Background: an optimization exercise with open tools, aiming at small area and few clock cycles per item. Do not read the settings as production practice.
Where RTL was checked, it was by simulation tests only, not by an equivalence proof against the original.

Design hsv_adjust_pipe, start of the top module:
module hsv_adjust_pipe #(
  parameter int          HW      = 25,
  parameter int          SW      = 18,
  parameter int          FRAC    = 16,
  parameter int unsigned HUE_MAX = 360 << FRAC
) (
  input  logic                 CLK,
  input  logic                 RST_N,
  input  logic                 IN_VALID,
  output logic                 IN_READY,
  input  logic                 IN_SOF,
  input  logic [HW-1:0]        H,
  input  logic [SW-1:0]        S,
  input  logic [SW-1:0]        V,
  input  logic                 CNTL_WR,
  input  logic signed [HW:0]   CNTL_HUE,
  input  logic signed [SW-1:0] CNTL_SAT,
  input  logic signed [SW-1:0] CNTL_VAL,
  input  logic                 CNTL_BYP,
  output logic                 OUT_VALID,
  input  logic                 OUT_READY,
  output logic                 OUT_SOF,
  output logic [HW-1:0]        HO,
  output logic [SW-1:0]        SO,
  output logic [SW-1:0]        VO
);
  localparam logic [HW:0]   HMAX    = HUE_MAX[HW:0];
  localparam int unsigned   HLAST_I = HUE_MAX - 1;
  localparam logic [HW-1:0] HLAST   = HLAST_I[HW-1:0];
  typedef struct packed {
    logic [HW-1:0] hue;
    logic [SW-1:0] sat;
    logic [SW-1:0] val;
    logic          byp;
  } cntl_t;
  logic  accept, take, pend_flag;
  logic  [HW:0] hue_norm;
  cntl_t wr_set, pend, pend_nx, act;
  assign IN_READY = ~OUT_VALID | OUT_READY;
  assign accept   = IN_VALID & IN_READY;
  ...
Size in the first run: about 2200 cells after synthesis, roughly 190 I/O pins, about 23000 sq um of cells after synthesis.
clock: 10.0 ns
lec_check: 0
cap_margin: 0
core_margin: 2
core_utilization: 40
slew_margin: 0
synth_hierarchical: 1
synth_minimum_keep_size: 0
standard.sh (not shown) runs the stock make flow with config.mk's settings and CLKGATE_MAP_FILE= SYNTH_SCRIPT=/design/flow/synth_recipe.tcl, a recipe that flattens the netlist after the stock synthesis.
==> flow/flow/run.sh <==
#!/bin/bash
# Standard ORFS layout, with the port buffers made from the smallest buffer
# (every input and output port still gets its own buffer).
set -o pipefail
export BUFFER_PORTS_ARGS="-buffer_cell sky130_fd_sc_hd__buf_1"
bash standard.sh synth > synth.log 2>&1 || exit 1
bash standard.sh finish > layout.log 2>&1 || exit 1
==> next run, changes <==
- CAP_MARGIN: 0 -> 20
- CTS_BUF_LIST: not set -> sky130_fd_sc_hd__clkbuf_8
- SLEW_MARGIN: 0 -> 20
=>
- first-iteration DRC count goes down by 6.2%
- sequential cell count does not change
- count of clock-buffer cells in the layout goes down by 1
- global-route usage barely changes
==> next run, changes <==
- CTS_BUF_LIST: sky130_fd_sc_hd__clkbuf_8 -> not set
The new run finished clean.
Design area came out higher by 0.58%.
Area after synthesis stays the same.
Global-route usage hardly moves.
Setup slack gets better by 0.067 ns.
Hold slack got worse by 0.0083 ns.
Die area does not change.
No run of this note included a check of the RTL's function; only the layout flow was run.

Another version of the RTL of hsv_adjust_pipe (not shown whole).
For scale: ~1,900 cells after synthesis, ~190 I/O pins, ~22,000 sq um of cells after synthesis.
clock: 10.0 ns
lec_check: 0
cap_margin: 20
core_margin: 2
core_utilization: 40
cts_buf_list: sky130_fd_sc_hd__clkbuf_8
slew_margin: 20
synth_hierarchical: 1
synth_minimum_keep_size: 0
Scripts as last shown in full above: flow/flow/run.sh
Testbench counts at the start, summed over its fixed seeds: cycles 16,008, items 16,000.
Edit:
- CORE_UTILIZATION: 40 -> 50
- CTS_BUF_LIST: sky130_fd_sc_hd__clkbuf_8 -> not set
Worst setup slack loses 0.034 ns.
Area after synthesis does not change.
Fmax decreases by 0.35%.
Count of clock-buffer cells in the layout goes up by 1.
Edit:
==> flow/flow/run.sh (replaced) <==
#!/bin/bash
# Standard ORFS layout (the standard.sh) with three changes in how the
# layout is made: the port buffers use the smallest buffer (every input and
# output port still gets its own buffer), the buffers ABC put in are removed at
# floorplan, and global placement is not timing-driven (so it does not keep the
# buffers of its trial repair; repair_design and repair_timing run as usual).
set -o pipefail
export BUFFER_PORTS_ARGS="-buffer_cell sky130_fd_sc_hd__buf_1"
export REMOVE_ABC_BUFFERS=1
export GPL_TIMING_DRIVEN=0
bash standard.sh synth > synth.log 2>&1 || exit 1
bash standard.sh finish > layout.log 2>&1 || exit 1
- CORE_UTILIZATION: 50 -> 40
What happened:
- non-clock buffer count came out lower by 22
- sequential share of layout area came out lower by 0.33 points

Another version of the RTL of hsv_adjust_pipe (not shown whole).
Size in the first run: roughly 1,900 cells after synthesis, about 22,000 um2 of cells after synthesis.
Design hsv_adjust_pipe, start of the top module:
module hsv_adjust_pipe #(
  parameter int          HW      = 25,
  parameter int          SW      = 18,
  parameter int          FRAC    = 16,
  parameter int unsigned HUE_MAX = 360 << FRAC
) (
  input  logic                 CLK,
  input  logic                 RST_N,
  input  logic                 IN_VALID,
  output logic                 IN_READY,
  input  logic                 IN_SOF,
  input  logic [HW-1:0]        H,
  input  logic [SW-1:0]        S,
  input  logic [SW-1:0]        V,
  input  logic                 CNTL_WR,
  input  logic signed [HW:0]   CNTL_HUE,
  input  logic signed [SW-1:0] CNTL_SAT,
  input  logic signed [SW-1:0] CNTL_VAL,
  input  logic                 CNTL_BYP,
  output logic                 OUT_VALID,
  input  logic                 OUT_READY,
  output logic                 OUT_SOF,
  output logic [HW-1:0]        HO,
  output logic [SW-1:0]        SO,
  output logic [SW-1:0]        VO
);
clock: 10.0 ns
lec_check: 0
cap_margin: 20
core_margin: 2
core_utilization: 40
cts_cluster_diameter: 150
cts_cluster_size: 30
slew_margin: 20
synth_hierarchical: 1
synth_minimum_keep_size: 0
==> flow/flow/run.sh <==
#!/bin/bash
# Standard ORFS layout, with the port buffers made from the smallest buffer
# (every input and output port still gets its own buffer).
set -o pipefail
export BUFFER_PORTS_ARGS="-buffer_cell sky130_fd_sc_hd__buf_1"
bash standard.sh synth > synth.log 2>&1 || exit 1
bash standard.sh finish > layout.log 2>&1 || exit 1
Testbench counts at the start, summed over its fixed seeds: cycles 16,008, items 16,000.
Edit:
Settings changed: CTS_BUF_LIST set to sky130_fd_sc_hd__clkbuf_8 sky130_fd_sc_hd__clkbuf_16, CTS_CLUSTER_DIAMETER 150 to not set, CTS_CLUSTER_SIZE 30 to not set.
What happened:
- The new run passed the timing, DRC and antenna checks
- final area stays the same
- non-clock buffer count is unchanged
- count of clock-buffer cells in the layout stays the same
- worst setup slack is unchanged
- first-iteration DRC count is unchanged
- critical path depth stays the same

the baseline:
hsv_adjust_pipe, a different RTL version from the one above (not shown whole).
Size: about 1,900 cells after synthesis, about 190 flip-flops, ~190 I/O pins, about 21,000 um^2 of cells after synthesis.
export LEC_CHECK = 0
export CAP_MARGIN = 20
export CORE_MARGIN = 2
export CORE_UTILIZATION = 45
export SLEW_MARGIN = 20
export SYNTH_HIERARCHICAL = 1
export SYNTH_MINIMUM_KEEP_SIZE = 0
create_clock -name core_clock -period 10.0 [get_ports {CLK}]
Scripts as last shown in full above: flow/flow/run.sh
Testbench counts of the baseline, summed over its fixed seeds: cycles 16,008, items 16,000.
Input changes introduced in the candidate (baseline for comparison: the baseline):
Settings: a change of CORE_UTILIZATION from 45 to 40.
### Flow results
- Shortest clock period the worst path allows after layout (lower): the baseline
- Looking only at remaining max-slew budget at the tightest pin, and setting everything else aside, the lower value of the candidate and the baseline goes to the candidate.
- Delta (the candidate minus the baseline): die area rose 12%, largest net degree at the start of global routing up 1, total met2 wirelength after detailed routing rose by 3.0%, sum of routed wire length over all layers increased 2.6%.

-- static timing again, ports no longer ideal --
Ports are ideal in the flow. The routed layouts listed here were re-timed in OpenROAD.
Step 1 (the two cells are an assumption about what drives the block):
set clk [get_ports {CLK}]
set_driving_cell -lib_cell sky130_fd_sc_hd__clkbuf_16 $clk
set_driving_cell -lib_cell sky130_fd_sc_hd__buf_2 [delete_from_list [all_inputs] $clk]
Step 2 adds t to the input delays and takes it off the output delays; t is the mean of the earliest and latest rising clock arrival at the registers after step 1. Input paths then give back, and output paths get back, about the clock's delay inside the block.
Three values: ideal, step 1, step 2; two values: the first two.
| run | t (ns) | slack for setup (ns) | worst slew at a driven data input, ns |
|---|---|---|---|
| the first run of note 1 | 0.536 | 0.333 / 0.279 / 0.815 | 0.11 |
| the second run of note 1 | 0.605 | 0.265 / 0.216 / 0.821 | 0.11 |
| the third run of note 1 | 0.536 | 0.333 / 0.279 / 0.815 | 0.11 |
| the first run of note 2 | 0.606 | 0.399 / 0.351 / 0.957 | 0.10 |
| the second run of note 2 | 0.534 | 0.365 / 0.313 / 0.847 | 0.06 |
| the third run of note 2 | 0.540 | 0.313 / 0.260 / 0.800 | 0.08 |
| the first run of note 3 | 0.549 | 0.239 / 0.185 / 0.734 | 0.09 |
| the second run of note 3 | 0.549 | 0.239 / 0.185 / 0.734 | 0.09 |
| the baseline | 0.540 | 0.258 / 0.204 / 0.744 | 0.10 |
| the candidate | 0.541 | 0.250 / 0.198 / 0.739 | 0.10 |
After both steps every run listed still meets setup and hold.
